Context: an optimization exercise on an open-source flow, tuned for small area. The choices shown serve that exercise and are no tape-out recipe. Only simulation tests tie the RTL to the original design; equivalence was not proved.

## wip/ember
// turbo_decoder_top
module turbo_decoder_top #(
    parameter int MAX_ITER = 16
) (
    input  wire          clk_p_i,
    input  wire          reset_n_i,
    input  wire          start_i,
    input  wire [20:0]   data_i,
    input  wire          siso_done_i,
    input  wire [69:0]   siso_llr_i,
    output wire          siso_start_o,
    output wire [125:0]  siso_req_o,
    output wire          done_o,
    output wire [4:0]    data_o
);
Size in the first run: roughly 240 flip-flops, ~230 I/O pins.
Settings: LEC_CHECK=0, ABC_AREA=1, CAP_MARGIN=20, CORE_MARGIN=2, CORE_UTILIZATION=60, SLEW_MARGIN=20; clock period 12.0 ns.
standard.sh (not shown) runs the stock make flow with config.mk's settings and CLKGATE_MAP_FILE= SYNTH_SCRIPT=/design/flow/synth_recipe.tcl, a recipe that flattens the netlist after the stock synthesis.
==> flow/flow/run.sh <==
#!/bin/bash
# The standard layout with three changes:
#  - synthesis maps with an area-oriented ABC script (flow/abc_area.script)
#  - port buffers use the smallest buffer cell
#  - clock tree: clkbuf_8 only, clusters of up to 16 sinks, no dummy loads
set -e
rm -rf scripts_mod
cp -r "$FLOW_HOME/scripts" scripts_mod
cp flow/abc_area.script scripts_mod/abc_area.script
export SCRIPTS_DIR="$PWD/scripts_mod"
export BUFFER_PORTS_ARGS="-buffer_cell sky130_fd_sc_hd__buf_1"
export CTS_ARGS="-sink_clustering_enable -repair_clock_nets -dont_use_dummy_load -buf_list sky130_fd_sc_hd__clkbuf_8 -sink_clustering_size 16 -sink_clustering_max_diameter 80"
bash standard.sh > standard_run.log 2>&1
==> flow/flow/abc_area.script <==
strash
dc2
dch -f
amap -m
strash
dc2
dch -f
amap -m
strash
dc2
dch -f
amap -m
topo
### wip/ember -> wip/quartz
==> flow/flow/run.sh <==
#!/bin/bash
export BUFFER_PORTS_ARGS="-buffer_cell sky130_fd_sc_hd__buf_1"
export CTS_ARGS="-sink_clustering_enable -repair_clock_nets -dont_use_dummy_load -buf_list sky130_fd_sc_hd__clkbuf_8 -sink_clustering_size 16 -sink_clustering_max_diameter 80"
bash standard.sh > standard_run.log 2>&1
removed: flow/flow/abc_area.script
Results
Changes observed in wip/quartz relative to wip/ember: number of instances in the synthesized netlist went up, cell count after placement +206, transition time of the tightest slew-check pin went up 0.054 ns.
wip/ember → wip/quartz: maximum number of pins on one net before global-route repair has increased, cell row count shows an increase of 2.1%.
The die used by wip/quartz is larger than the one used by wip/ember.
Row global-route usage: wip/quartz lower / wip/ember higher
wip/quartz against wip/ember: cell area higher; share of the clock period used by the worst path higher; global-route wire length before repair higher.
For wip/indigo, these inputs were changed with respect to wip/quartz:
==> flow/flow/run.sh <==
#!/bin/bash
# The standard layout with three changes:
#  - synthesis maps with an area-oriented ABC script (flow/abc_area.script)
#  - port buffers use the smallest buffer cell
#  - clock tree: clkbuf_8 only, clusters of up to 16 sinks, no dummy loads
set -e
rm -rf scripts_mod
cp -r "$FLOW_HOME/scripts" scripts_mod
cp flow/abc_area.script scripts_mod/abc_area.script
export SCRIPTS_DIR="$PWD/scripts_mod"
export BUFFER_PORTS_ARGS="-buffer_cell sky130_fd_sc_hd__buf_1"
export SKIP_REPAIR_TIE_FANOUT=1
export CTS_ARGS="-sink_clustering_enable -repair_clock_nets -dont_use_dummy_load -buf_list sky130_fd_sc_hd__clkbuf_8 -sink_clustering_size 16 -sink_clustering_max_diameter 80"
bash standard.sh > standard_run.log 2>&1
==> flow/flow/abc_area.script (new file) <==
strash
dc2
dch -f
amap -m
strash
dc2
dch -f
amap -m
strash
dc2
dch -f
amap -m
topo
stime -c
buffer -c
upsize -c
dnsize -c
## What came out
From wip/quartz to wip/indigo the numbers moved as follows: portion of the post-synthesis area used by sequential elements now larger; period utilization saw an increase.
Compared with wip/quartz, wip/indigo shows a lower net total in the final layout.
On global-route wire length before repair, wip/quartz loses to wip/indigo.
In wip/indigo the HPWL after detailed placement turned out about 1.8% higher than in wip/quartz.
wip/quartz has a lower per-instance average area after synthesis than wip/indigo.
Utilization wip/quartz -> wip/indigo: up
wip/quartz → wip/indigo: share of layout cells above drive strength 1 increased by 4.5 points relative to the old numbers, final area decreased by 330 sq um relative to the old numbers.
When wip/indigo is set beside wip/quartz, its hold slack turns out to be 0.069 ns smaller.

[port drivers added, routing unchanged]
The results above use ideal ports. As a check the final layouts listed here were re-extracted and re-timed, cells and wires unchanged. Step 1: set_driving_cell puts a clkbuf_16 on clk_p_i and a buf_2 on each other input, an assumption about the parent block. Step 2 moves the port delays by t, midway between the first and last clock arrival at a register: inputs arrive t later, outputs are due t later. That takes back most of the time a late clock gives input paths. Slacks: ideal / step 1 / step 2; pairs: ideal / step 1.
| run | t, ns | setup WS [ns] | worst setup path after step 2 | latest minus earliest clock arrival (ns) | worst slew at a driven data input, ns |
|---|---|---|---|---|---|
| wip/ember | 0.526 | 0.899 / 0.912 / 0.386 | input to register | 0.065 / 0.065 | 0.07 |
| wip/quartz | 0.520 | 0.770 / 0.783 / 0.263 | input to register | 0.055 / 0.055 | 0.05 |
| wip/indigo | 0.516 | 0.544 / 0.559 / 0.043 | input to register | 0.074 / 0.074 | 0.06 |
After both steps every run listed still meets setup and hold. The setup slack of wip/ember, which loses most, moves by +0.013 ns with the drivers and by -0.513 ns with both steps.
